From an optimization exercise on the open Yosys and OpenROAD flow, aimed at small area and few clock cycles; shortcuts taken in it are not production practice.
Only simulation tests tie the RTL to the original design; equivalence was not proved.

==> 05-15: inputs <==
==> flow/design.v <==
package riscv_pkg;
	localparam int xlen    = 32;
	localparam int depth   = 4;                           
	localparam int iq_w    = 12 + 3 + 5 + xlen;           
endpackage
module op_queue #(
	parameter int width = riscv_pkg::iq_w
) (
	input  logic             clk,
	input  logic             rst_n,
	input  logic             push,
	input  logic [width-1:0] push_data,
	input  logic             pop,
	output logic [width-1:0] head,
	output logic             not_empty,
	output logic             empty_nx      
);
	logic [width-1:0] mem [4];
	logic [1:0]       rd_ptr;
	logic [2:0]       count;
	logic [1:0]       wr_ptr;
	logic [2:0]       count_nx;
	assign wr_ptr    = rd_ptr + count[1:0];
	assign head      = mem[rd_ptr];
	assign not_empty = (count != 3'd0);
	assign count_nx  = count + {2'b0, push} - {2'b0, pop};
	assign empty_nx  = (count_nx == 3'd0);
	always_ff @(posedge clk) begin
		if (push)
			mem[wr_ptr] <= push_data;
	end
	always_ff @(posedge clk or negedge rst_n) begin
		if (!rst_n) begin
			rd_ptr <= '0;
			count  <= '0;
		end else begin
			if (pop)
				rd_ptr <= rd_ptr + 2'd1;
			count <= count_nx;
		end
	end
endmodule
module r_type_alu (
	input  logic [31:0] a,          
	input  logic [31:0] b,          
	input  logic [2:0]  f3,         
	input  logic        i30,        
	input  logic        i25,        
	input  logic        is_i,       
	output logic [31:0] d
);
	logic        inv;
	logic [32:0] sum;
	logic        lt;
	logic        ltu;
	logic        left;
	logic [31:0] sh_in;
	logic [31:0] sh_out;
	logic        legal;
	logic [31:0] res;
	assign inv = ~f3[2] & (f3[1] | (i30 & ~is_i));
	assign sum = {1'b0, a} + {1'b0, b ^ {32{inv}}} + {32'b0, inv};
	assign ltu = ~sum[32];
	assign lt  = (a[31] ^ b[31]) ? a[31] : sum[31];
	assign left = ~f3[2];
	always_comb begin
		for (int k = 0; k < 32; k++)
			sh_in[k] = left ? a[31-k] : a[k];
	end
	assign sh_out = $unsigned($signed({i30 & a[31] & ~left, sh_in}) >>> b[4:0]);
	assign legal = is_i ? ~((f3 == 3'b001) & i30)
		: (~i25 & (~i30 | (f3 == 3'b000) | (f3 == 3'b101)));
	always_comb begin
		case (f3)
			3'b000:  res = sum[31:0];
			3'b001: begin
				for (int k = 0; k < 32; k++)
					res[k] = sh_out[31-k];
			end
			3'b010:  res = {31'b0, lt};
			3'b011:  res = {31'b0, ltu};
			3'b100:  res = a ^ b;
			3'b101:  res = sh_out;
			3'b110:  res = a | b;
			default: res = a & b;
		endcase
	end
	assign d = legal ? res : 32'b0;
endmodule
module i_type_alu (
	input  logic [63:0]                 op,     
	output logic [riscv_pkg::iq_w-1:0] packed_op
);
	assign packed_op = {op[63:52], op[46:44], op[43:39], op[31:0]};
endmodule
module wb_arbiter (
	input  logic clk,
	input  logic rst_n,
	input  logic acc_r,         
	input  logic acc_i,         
	input  logic i_queued,      
	input  logic i_empty_nx,    
	output logic take_i,        
	output logic push_i,        
	output logic pop_i,         
	output logic r_credit,
	output logic i_credit,
	output logic wb_valid
);
	logic [2:0] owe_r;          
	logic [2:0] owe_r_acc;
	assign take_i   = ~acc_r & (acc_i | i_queued);
	assign pop_i    = ~acc_r & i_queued;
	assign push_i   = acc_i & (acc_r | i_queued);
	assign wb_valid = acc_r | take_i;
	assign i_credit  = take_i;
	assign owe_r_acc = owe_r + {2'b0, acc_r};
	assign r_credit  = (owe_r_acc != 3'd0) & (i_empty_nx | take_i);
	always_ff @(posedge clk or negedge rst_n) begin
		if (!rst_n)
			owe_r <= '0;
		else
			owe_r <= owe_r_acc - {2'b0, r_credit};
	end
endmodule
module exec_cluster (
	input  logic        clk,
	input  logic        rst_n,
	input  logic        r_valid,
	input  logic [95:0] r_op,
	output logic        r_credit,
	input  logic        i_valid,
	input  logic [63:0] i_op,
	output logic        i_credit,
	output logic        wb_valid,
	output logic [36:0] wb
);
	logic                       acc_r;
	logic                       acc_i;
	logic [riscv_pkg::iq_w-1:0] i_new;
	logic [riscv_pkg::iq_w-1:0] i_head;
	logic [riscv_pkg::iq_w-1:0] i_sel;
	logic                       i_queued;
	logic                       i_empty_nx;
	logic                       take_i;
	logic                       push_i;
	logic                       pop_i;
	logic [31:0]                a;
	logic [31:0]                b;
	logic [2:0]                 f3;
	logic                       i30;
	logic                       i25;
	logic [4:0]                 rd;
	logic [31:0]                d;
	assign acc_r = r_valid & rst_n;
	assign acc_i = i_valid & rst_n;
	i_type_alu u_i_fields (
		.op        (i_op),
		.packed_op (i_new)
	);
	op_queue u_i_queue (
		.clk       (clk),
		.rst_n     (rst_n),
		.push      (push_i),
		.push_data (i_new),
		.pop       (pop_i),
		.head      (i_head),
		.not_empty (i_queued),
		.empty_nx  (i_empty_nx)
	);
	wb_arbiter u_arbiter (
		.clk        (clk),
		.rst_n      (rst_n),
		.acc_r      (acc_r),
		.acc_i      (acc_i),
		.i_queued   (i_queued),
		.i_empty_nx (i_empty_nx),
		.take_i     (take_i),
		.push_i     (push_i),
		.pop_i      (pop_i),
		.r_credit   (r_credit),
		.i_credit   (i_credit),
		.wb_valid   (wb_valid)
	);
	assign i_sel = i_queued ? i_head : i_new;
	always_comb begin
		if (acc_r) begin
			a   = r_op[63:32];
			b   = r_op[31:0];
			f3  = r_op[78:76];
			i30 = r_op[94];
			i25 = r_op[89];
			rd  = r_op[75:71];
		end else begin
			a   = i_sel[31:0];
			b   = {{20{i_sel[51]}}, i_sel[51:40]};
			f3  = i_sel[39:37];
			i30 = i_sel[50];
			i25 = 1'b0;
			rd  = i_sel[36:32];
		end
	end
	r_type_alu u_alu (
		.a    (a),
		.b    (b),
		.f3   (f3),
		.i30  (i30),
		.i25  (i25),
		.is_i (~acc_r),
		.d    (d)
	);
	assign wb = {rd, d};
endmodule
==> flow/run.sh <==
#!/bin/bash
# synth_recipe.tcl (not shown) runs the flow's synth.tcl, then flattens the netlist and writes it again
# the make line also repeats each setting of config.mk as NAME=value (left out here)
make -C /OpenROAD-flow-scripts/flow DESIGN_CONFIG=/design/flow/config.mk WORK_HOME=/design/flow/orfs CLKGATE_MAP_FILE= SYNTH_SCRIPT=/design/flow/synth_recipe.tcl finish
==> flow/config.mk <==
export PLATFORM = sky130hd
export DESIGN_NAME = exec_cluster
export DESIGN_NICKNAME = exec_cluster
export VERILOG_FILES = /design/flow/design.v
export SDC_FILE = /design/flow/constraint.sdc
export NUM_CORES = 4
export LEC_CHECK = 0
export ABC_CLOCK_PERIOD_IN_PS = 2000
export CAP_MARGIN = 20
export CORE_MARGIN = 2
export CORE_UTILIZATION = 50
export SLEW_MARGIN = 20
==> flow/constraint.sdc <==
create_clock -name core_clock -period 6.0 [get_ports {clk}]
set_input_delay 1.2000 -clock core_clock [delete_from_list [all_inputs] [get_ports {clk}]]
set_output_delay 1.2000 -clock core_clock [all_outputs]
set_load 0.01 [all_outputs]
==> inputs of 10-27, as changes to 05-15 <==
==> flow/design.v, changed modules only <==
module r_type_alu (
	input  logic [31:0] a,          
	input  logic [31:0] b,          
	input  logic [2:0]  f3,         
	input  logic        i30,        
	input  logic        i25,        
	input  logic        is_i,       
	output logic [31:0] d,          
	output logic        fast,       
	output logic [31:0] d_fast      
);
	logic        inv;
	logic [31:0] bb;
	logic [31:0] p;
	logic [31:0] g;
	logic [31:0] gg;
	logic [31:0] pp;
	logic [32:0] c;
	logic [31:0] sum;
	logic        lt;
	logic        ltu;
	logic        left;
	logic        fill;
	logic [31:0] sh [6];
	logic [31:0] shr;
	logic [31:0] shl;
	logic        legal;
	logic        s_add, s_sll, s_slt, s_sltu, s_xor, s_shr, s_or, s_and;
	assign inv = ~f3[2] & (f3[1] | (i30 & ~is_i));
	assign bb  = b ^ {32{inv}};
	assign p   = a ^ bb;
	assign g   = a & bb;
	always_comb begin
		gg    = g;
		pp    = p;
		gg[0] = g[0] | (p[0] & inv);
		for (int l = 0; l < 5; l++)
			for (int i = 0; i < 32; i++)
				if (((i + 1) % (1 << (l + 1))) == 0) begin
					gg[i] = gg[i] | (pp[i] & gg[i - (1 << l)]);
					pp[i] = pp[i] & pp[i - (1 << l)];
				end
		for (int l = 3; l >= 0; l--)
			for (int i = 0; i < 32; i++)
				if ((((i + 1) % (1 << (l + 1))) == (1 << l)) && (i >= (1 << (l + 1)))) begin
					gg[i] = gg[i] | (pp[i] & gg[i - (1 << l)]);
					pp[i] = pp[i] & pp[i - (1 << l)];
				end
	end
	assign c   = {gg, inv};
	assign sum = p ^ c[31:0];
	assign ltu = ~c[32];
	assign lt  = (a[31] ^ b[31]) ? a[31] : sum[31];
	assign left = ~f3[2];
	assign fill = i30 & a[31] & ~left;
	always_comb begin
		for (int k = 0; k < 32; k++)
			sh[0][k] = left ? a[31-k] : a[k];
		for (int s = 0; s < 5; s++)
			for (int k = 0; k < 32; k++)
				sh[s+1][k] = b[s] ? ((k + (1 << s) < 32) ? sh[s][k + (1 << s)] : fill) : sh[s][k];
		for (int k = 0; k < 32; k++)
			shl[k] = sh[5][31-k];
	end
	assign shr = sh[5];
	assign legal = is_i ? ~((f3 == 3'b001) & i30)
		: (~i25 & (~i30 | (f3 == 3'b000) | (f3 == 3'b101)));
	assign s_add  = legal & (f3 == 3'b000);
	assign s_sll  = legal & (f3 == 3'b001);
	assign s_slt  = legal & (f3 == 3'b010);
	assign s_sltu = legal & (f3 == 3'b011);
	assign s_xor  = legal & (f3 == 3'b100);
	assign s_shr  = legal & (f3 == 3'b101);
	assign s_or   = legal & (f3 == 3'b110);
	assign s_and  = legal & (f3 == 3'b111);
	assign fast   = ~legal | f3[2] | (f3[1:0] == 2'b01);
	assign d_fast = ({32{s_sll}} & shl) | ({32{s_shr}} & shr)
		| ({32{s_xor}} & p) | ({32{s_or}} & (p | g)) | ({32{s_and}} & g);
	assign d      = d_fast | ({32{s_add}} & sum) | {31'b0, (s_slt & lt) | (s_sltu & ltu)};
endmodule
module exec_cluster (
	input  logic        clk,
	input  logic        rst_n,
	input  logic        r_valid,
	input  logic [95:0] r_op,
	output logic        r_credit,
	input  logic        i_valid,
	input  logic [63:0] i_op,
	output logic        i_credit,
	output logic        wb_valid,
	output logic [36:0] wb
);
	logic                       acc_r;
	logic                       acc_i;
	logic [riscv_pkg::iq_w-1:0] i_new;
	logic [riscv_pkg::iq_w-1:0] i_head;
	logic [riscv_pkg::iq_w-1:0] i_sel;
	logic                       i_queued;
	logic                       i_empty_nx;
	logic                       take_i;
	logic                       push_i;
	logic                       pop_i;
	logic [31:0]                a;
	logic [31:0]                b;
	logic [2:0]                 f3;
	logic                       i30;
	logic                       i25;
	logic [4:0]                 rd;
	logic [31:0]                d;
	logic                       wb_now;
	logic                       fast;
	logic [31:0]                d_fast;
	logic                       now_out;
	logic                       held;
	logic [36:0]                held_wb;
	assign acc_r = r_valid & rst_n;
	assign acc_i = i_valid & rst_n;
	i_type_alu u_i_fields (
		.op        (i_op),
		.packed_op (i_new)
	);
	op_queue u_i_queue (
		.clk       (clk),
		.rst_n     (rst_n),
		.push      (push_i),
		.push_data (i_new),
		.pop       (pop_i),
		.head      (i_head),
		.not_empty (i_queued),
		.empty_nx  (i_empty_nx)
	);
	wb_arbiter u_arbiter (
		.clk        (clk),
		.rst_n      (rst_n),
		.acc_r      (acc_r),
		.acc_i      (acc_i),
		.i_queued   (i_queued),
		.i_empty_nx (i_empty_nx),
		.take_i     (take_i),
		.push_i     (push_i),
		.pop_i      (pop_i),
		.r_credit   (r_credit),
		.i_credit   (i_credit),
		.wb_valid   (wb_now)
	);
	assign i_sel = i_queued ? i_head : i_new;
	always_comb begin
		if (acc_r) begin
			a   = r_op[63:32];
			b   = r_op[31:0];
			f3  = r_op[78:76];
			i30 = r_op[94];
			i25 = r_op[89];
			rd  = r_op[75:71];
		end else begin
			a   = i_sel[31:0];
			b   = {{20{i_sel[51]}}, i_sel[51:40]};
			f3  = i_sel[39:37];
			i30 = i_sel[50];
			i25 = 1'b0;
			rd  = i_sel[36:32];
		end
	end
	r_type_alu u_alu (
		.a    (a),
		.b    (b),
		.f3   (f3),
		.i30  (i30),
		.i25  (i25),
		.is_i (~acc_r),
		.d    (d),
		.fast (fast),
		.d_fast (d_fast)
	);
	assign now_out = wb_now & fast & ~held;
	assign wb_valid = held | now_out;
	assign wb       = held ? held_wb : {rd, d_fast};
	always_ff @(posedge clk or negedge rst_n) begin
		if (!rst_n)
			held <= 1'b0;
		else
			held <= wb_now & ~now_out;
	end
	always_ff @(posedge clk) begin
		held_wb <= {rd, d};
	end
endmodule
==> flow/flow/run.sh (new file) <==
#!/bin/bash
# Standard ORFS layout, with plain minimum-size buffers on the ports
# instead of the delay cells buffer_ports picks by default.
cp standard.sh standard_copy.txt
export BUFFER_PORTS_ARGS="-buffer_cell sky130_fd_sc_hd__buf_1"
bash standard.sh > standard.log 2>&1
==> flow/standard.sh (new file) <==
#!/bin/bash
# synth_recipe.tcl (not shown) runs the flow's synth.tcl, then flattens the netlist and writes it again
# the make line also repeats each setting of config.mk as NAME=value (left out here)
make -C /OpenROAD-flow-scripts/flow DESIGN_CONFIG=/design/flow/config.mk WORK_HOME=/design/flow/orfs CLKGATE_MAP_FILE= SYNTH_SCRIPT=/design/flow/synth_recipe.tcl "${@:-finish}"
--- a/flow/config.mk
+++ b/flow/config.mk
@@ -7,6 +7,6 @@
 export LEC_CHECK = 0
-export ABC_CLOCK_PERIOD_IN_PS = 2000
-export CAP_MARGIN = 20
+export ABC_AREA = 1
+export CAP_MARGIN = 0
 export CORE_MARGIN = 2
-export CORE_UTILIZATION = 50
-export SLEW_MARGIN = 20
+export CORE_UTILIZATION = 55
+export SLEW_MARGIN = 0
removed: flow/run.sh
==> inputs of 04-06, as changes to 05-15 <==
==> flow/design.v, changed modules only <==
module r_type_alu (
	input  logic [31:0] a,          
	input  logic [31:0] b,          
	input  logic [2:0]  f3,         
	input  logic        i30,        
	input  logic        i25,        
	input  logic        is_i,       
	output logic [31:0] d
);
	logic        inv;
	logic [31:0] bb;
	logic [31:0] p;
	logic [31:0] g;
	logic [31:0] gg;
	logic [31:0] pp;
	logic [32:0] c;
	logic [31:0] sum;
	logic        lt;
	logic        ltu;
	logic        left;
	logic        fill;
	logic [31:0] sh [6];
	logic [31:0] shr;
	logic [31:0] shl;
	logic        legal;
	logic        s_add, s_sll, s_slt, s_sltu, s_xor, s_shr, s_or, s_and;
	assign inv = ~f3[2] & (f3[1] | (i30 & ~is_i));
	assign bb  = b ^ {32{inv}};
	assign p   = a ^ bb;
	assign g   = a & bb;
	always_comb begin
		gg    = g;
		pp    = p;
		gg[0] = g[0] | (p[0] & inv);
		for (int l = 0; l < 5; l++)
			for (int i = 0; i < 32; i++)
				if (((i + 1) % (1 << (l + 1))) == 0) begin
					gg[i] = gg[i] | (pp[i] & gg[i - (1 << l)]);
					pp[i] = pp[i] & pp[i - (1 << l)];
				end
		for (int l = 3; l >= 0; l--)
			for (int i = 0; i < 32; i++)
				if ((((i + 1) % (1 << (l + 1))) == (1 << l)) && (i >= (1 << (l + 1)))) begin
					gg[i] = gg[i] | (pp[i] & gg[i - (1 << l)]);
					pp[i] = pp[i] & pp[i - (1 << l)];
				end
	end
	assign c   = {gg, inv};
	assign sum = p ^ c[31:0];
	assign ltu = ~c[32];
	assign lt  = (a[31] ^ b[31]) ? a[31] : sum[31];
	assign left = ~f3[2];
	assign fill = i30 & a[31] & ~left;
	always_comb begin
		for (int k = 0; k < 32; k++)
			sh[0][k] = left ? a[31-k] : a[k];
		for (int s = 0; s < 5; s++)
			for (int k = 0; k < 32; k++)
				sh[s+1][k] = b[s] ? ((k + (1 << s) < 32) ? sh[s][k + (1 << s)] : fill) : sh[s][k];
		for (int k = 0; k < 32; k++)
			shl[k] = sh[5][31-k];
	end
	assign shr = sh[5];
	assign legal = is_i ? ~((f3 == 3'b001) & i30)
		: (~i25 & (~i30 | (f3 == 3'b000) | (f3 == 3'b101)));
	assign s_add  = legal & (f3 == 3'b000);
	assign s_sll  = legal & (f3 == 3'b001);
	assign s_slt  = legal & (f3 == 3'b010);
	assign s_sltu = legal & (f3 == 3'b011);
	assign s_xor  = legal & (f3 == 3'b100);
	assign s_shr  = legal & (f3 == 3'b101);
	assign s_or   = legal & (f3 == 3'b110);
	assign s_and  = legal & (f3 == 3'b111);
	assign d = ({32{s_add}} & sum) | ({32{s_sll}} & shl) | ({32{s_shr}} & shr)
		| ({32{s_xor}} & p) | ({32{s_or}} & (p | g)) | ({32{s_and}} & g)
		| {31'b0, (s_slt & lt) | (s_sltu & ltu)};
endmodule
module exec_cluster (
	input  logic        clk,
	input  logic        rst_n,
	input  logic        r_valid,
	input  logic [95:0] r_op,
	output logic        r_credit,
	input  logic        i_valid,
	input  logic [63:0] i_op,
	output logic        i_credit,
	output logic        wb_valid,
	output logic [36:0] wb
);
	logic                       acc_r;
	logic                       acc_i;
	logic [riscv_pkg::iq_w-1:0] i_new;
	logic [riscv_pkg::iq_w-1:0] i_head;
	logic [riscv_pkg::iq_w-1:0] i_sel;
	logic                       i_queued;
	logic                       i_empty_nx;
	logic                       take_i;
	logic                       push_i;
	logic                       pop_i;
	logic [31:0]                a;
	logic [31:0]                b;
	logic [2:0]                 f3;
	logic                       i30;
	logic                       i25;
	logic [4:0]                 rd;
	logic [31:0]                d;
	logic                       wb_now;
	assign acc_r = r_valid & rst_n;
	assign acc_i = i_valid & rst_n;
	i_type_alu u_i_fields (
		.op        (i_op),
		.packed_op (i_new)
	);
	op_queue u_i_queue (
		.clk       (clk),
		.rst_n     (rst_n),
		.push      (push_i),
		.push_data (i_new),
		.pop       (pop_i),
		.head      (i_head),
		.not_empty (i_queued),
		.empty_nx  (i_empty_nx)
	);
	wb_arbiter u_arbiter (
		.clk        (clk),
		.rst_n      (rst_n),
		.acc_r      (acc_r),
		.acc_i      (acc_i),
		.i_queued   (i_queued),
		.i_empty_nx (i_empty_nx),
		.take_i     (take_i),
		.push_i     (push_i),
		.pop_i      (pop_i),
		.r_credit   (r_credit),
		.i_credit   (i_credit),
		.wb_valid   (wb_now)
	);
	assign i_sel = i_queued ? i_head : i_new;
	always_comb begin
		if (acc_r) begin
			a   = r_op[63:32];
			b   = r_op[31:0];
			f3  = r_op[78:76];
			i30 = r_op[94];
			i25 = r_op[89];
			rd  = r_op[75:71];
		end else begin
			a   = i_sel[31:0];
			b   = {{20{i_sel[51]}}, i_sel[51:40]};
			f3  = i_sel[39:37];
			i30 = i_sel[50];
			i25 = 1'b0;
			rd  = i_sel[36:32];
		end
	end
	r_type_alu u_alu (
		.a    (a),
		.b    (b),
		.f3   (f3),
		.i30  (i30),
		.i25  (i25),
		.is_i (~acc_r),
		.d    (d)
	);
	always_ff @(posedge clk or negedge rst_n) begin
		if (!rst_n)
			wb_valid <= 1'b0;
		else
			wb_valid <= wb_now;
	end
	always_ff @(posedge clk) begin
		wb <= {rd, d};
	end
endmodule
--- a/flow/config.mk
+++ b/flow/config.mk
@@ -7,3 +7,3 @@
 export LEC_CHECK = 0
-export ABC_CLOCK_PERIOD_IN_PS = 2000
+export ABC_AREA = 1
 export CAP_MARGIN = 20
==> inputs of 04-22, as changes to 05-15 <==
--- a/flow/design.v
+++ b/flow/design.v
@@ -154,2 +154,3 @@
 	logic [31:0]                d;
+	logic                       wb_now;
 	assign acc_r = r_valid & rst_n;
@@ -182,3 +183,3 @@
 		.i_credit   (i_credit),
-		.wb_valid   (wb_valid)
+		.wb_valid   (wb_now)
 	);
@@ -211,3 +212,11 @@
 	);
-	assign wb = {rd, d};
-endmodule
+	always_ff @(posedge clk or negedge rst_n) begin
+		if (!rst_n)
+			wb_valid <= 1'b0;
+		else
+			wb_valid <= wb_now;
+	end
+	always_ff @(posedge clk) begin
+		wb <= {rd, d};
+	end
+endmodule
--- a/flow/config.mk
+++ b/flow/config.mk
@@ -7,6 +7,6 @@
 export LEC_CHECK = 0
-export ABC_CLOCK_PERIOD_IN_PS = 2000
+export ABC_AREA = 1
 export CAP_MARGIN = 20
 export CORE_MARGIN = 2
-export CORE_UTILIZATION = 50
+export CORE_UTILIZATION = 40
 export SLEW_MARGIN = 20
==> qor summary <==
| quantity | 05-15 | 04-06 | 04-22 | 10-27 |
|---|---|---|---|---|
| Worst Setup Start Kind | flip-flop | primary input | primary input | primary input |
| Total standard cell area after synthesis | 17,000 um^2 | 16,100 um^2 | 17,200 um^2 | 17,400 um^2 |
| Pre-antenna DRT Iters | 10 | 5 | 6 | 5 |
| Worst-path cell with the longest stage delay | sky130_fd_sc_hd__mux4_2 | sky130_fd_sc_hd__clkdlybuf4s50_1 | sky130_fd_sc_hd__clkdlybuf4s50_1 | sky130_fd_sc_hd__inv_2 |
| Destination of the worst hold path | u_arbiter.owe_r[2] | u_i_queue.count[2] | u_arbiter.owe_r[2] | u_i_queue.count[2] |
| Met2 wire length | 38,500 um | 23,700 um | 29,200 um | 25,400 um |
| Multiplexer area fraction after synthesis | 15.2% | 0% | 0% | 0% |
| Die Y-Extent | 189 um | 184 um | 211 um | 182 um |
| Ratio of final minimum period to clock period | 108% | 96.1% | 91.4% | 96.7% |
| Register-to-register setup slack | 1.88 ns | 0.82 ns | 1.08 ns | 0.59 ns |
| GRT met1 Usage | 54.8% | 41.6% | 38.8% | 47.3% |
| Number of cells traversed by the worst register-to-register path | 18 | 30 | 23 | 27 |
| Synthesized-area fraction occupied by ao, oa, aoi and oai cells | 18.8% | 6.35% | 9.11% | 6.71% |
| Crit path kind | reg2out | in2out | in2out | in2out |
| Wire length of the first global-routing pass | 119,000 um | 78,200 um | 95,000 um | 86,000 um |
| Actual transition at the worst max-transition pin | 0.912 ns | 0.992 ns | 1.10 ns | 0.843 ns |
| Gates resized, CTS repair | 199 | 0 | 0 | 0 |
| #MultiIn Comb | 1,307 | 1,439 | 1,630 | 1,627 |
| Share of synthesized cell area in full adder, half adder and majority cells | 7.73% | 7.62% | 7.66% | 7.10% |
| Worst slack, placed | -1.42 ns | -0.196 ns | 0.313 ns | 0.0164 ns |
| Result of the run | complete, but fails checks | no timing/DRC/antenna violations | no timing/DRC/antenna violations | no timing/DRC/antenna violations |
| Layout check failures | negative setup slack | - | - | - |
| Area after detailed placement | 23,000 um^2 | 18,600 um^2 | 19,700 um^2 | 18,500 um^2 |
Testbench counts of 05-15, summed over its fixed seeds: cycles 3,200.
Testbench counts of 10-27, summed over its fixed seeds: cycles 3,451.
Testbench counts of 04-06, summed over its fixed seeds: cycles 3,864.
Testbench counts of 04-22, summed over its fixed seeds: cycles 3,864.

## what the ideal ports hide
The flow's constraints put no driver on any port. The routed layouts listed below were extracted and timed again, unchanged, in two steps. Step 1 sets driving cells, clkbuf_16 on the clock port and buf_2 on the other inputs (assumed; they add their load-dependent delay and slew). Step 2 times the ports against the registers' clock, not the clock port: input delays grow and output delays shrink by t, the midpoint of the rising clock arrivals with the driver on. Slacks: no drivers / after step 1 / after step 2; pairs: no drivers / after step 1.
run	t (ns)	slack for setup (ns)	worst setup path at the end	latest minus earliest clock arrival (ns)
05-15	0.544	-0.463 / -0.509 / -0.486	input to output	0.026 / 0.025
10-27	0.611	0.197 / 0.168 / -0.015	input to register	0.018 / 0.018
04-06	0.617	0.234 / 0.205 / -0.101	input to register	0.035 / 0.035
04-22	0.630	0.515 / 0.493 / 0.230	input to register	0.043 / 0.042
With both steps, setup timing fails in 10-27 and 04-06, where it was met with ideal ports. For 04-06, which loses most, drivers alone change the setup slack by -0.029 ns; drivers and shift together by -0.335 ns.
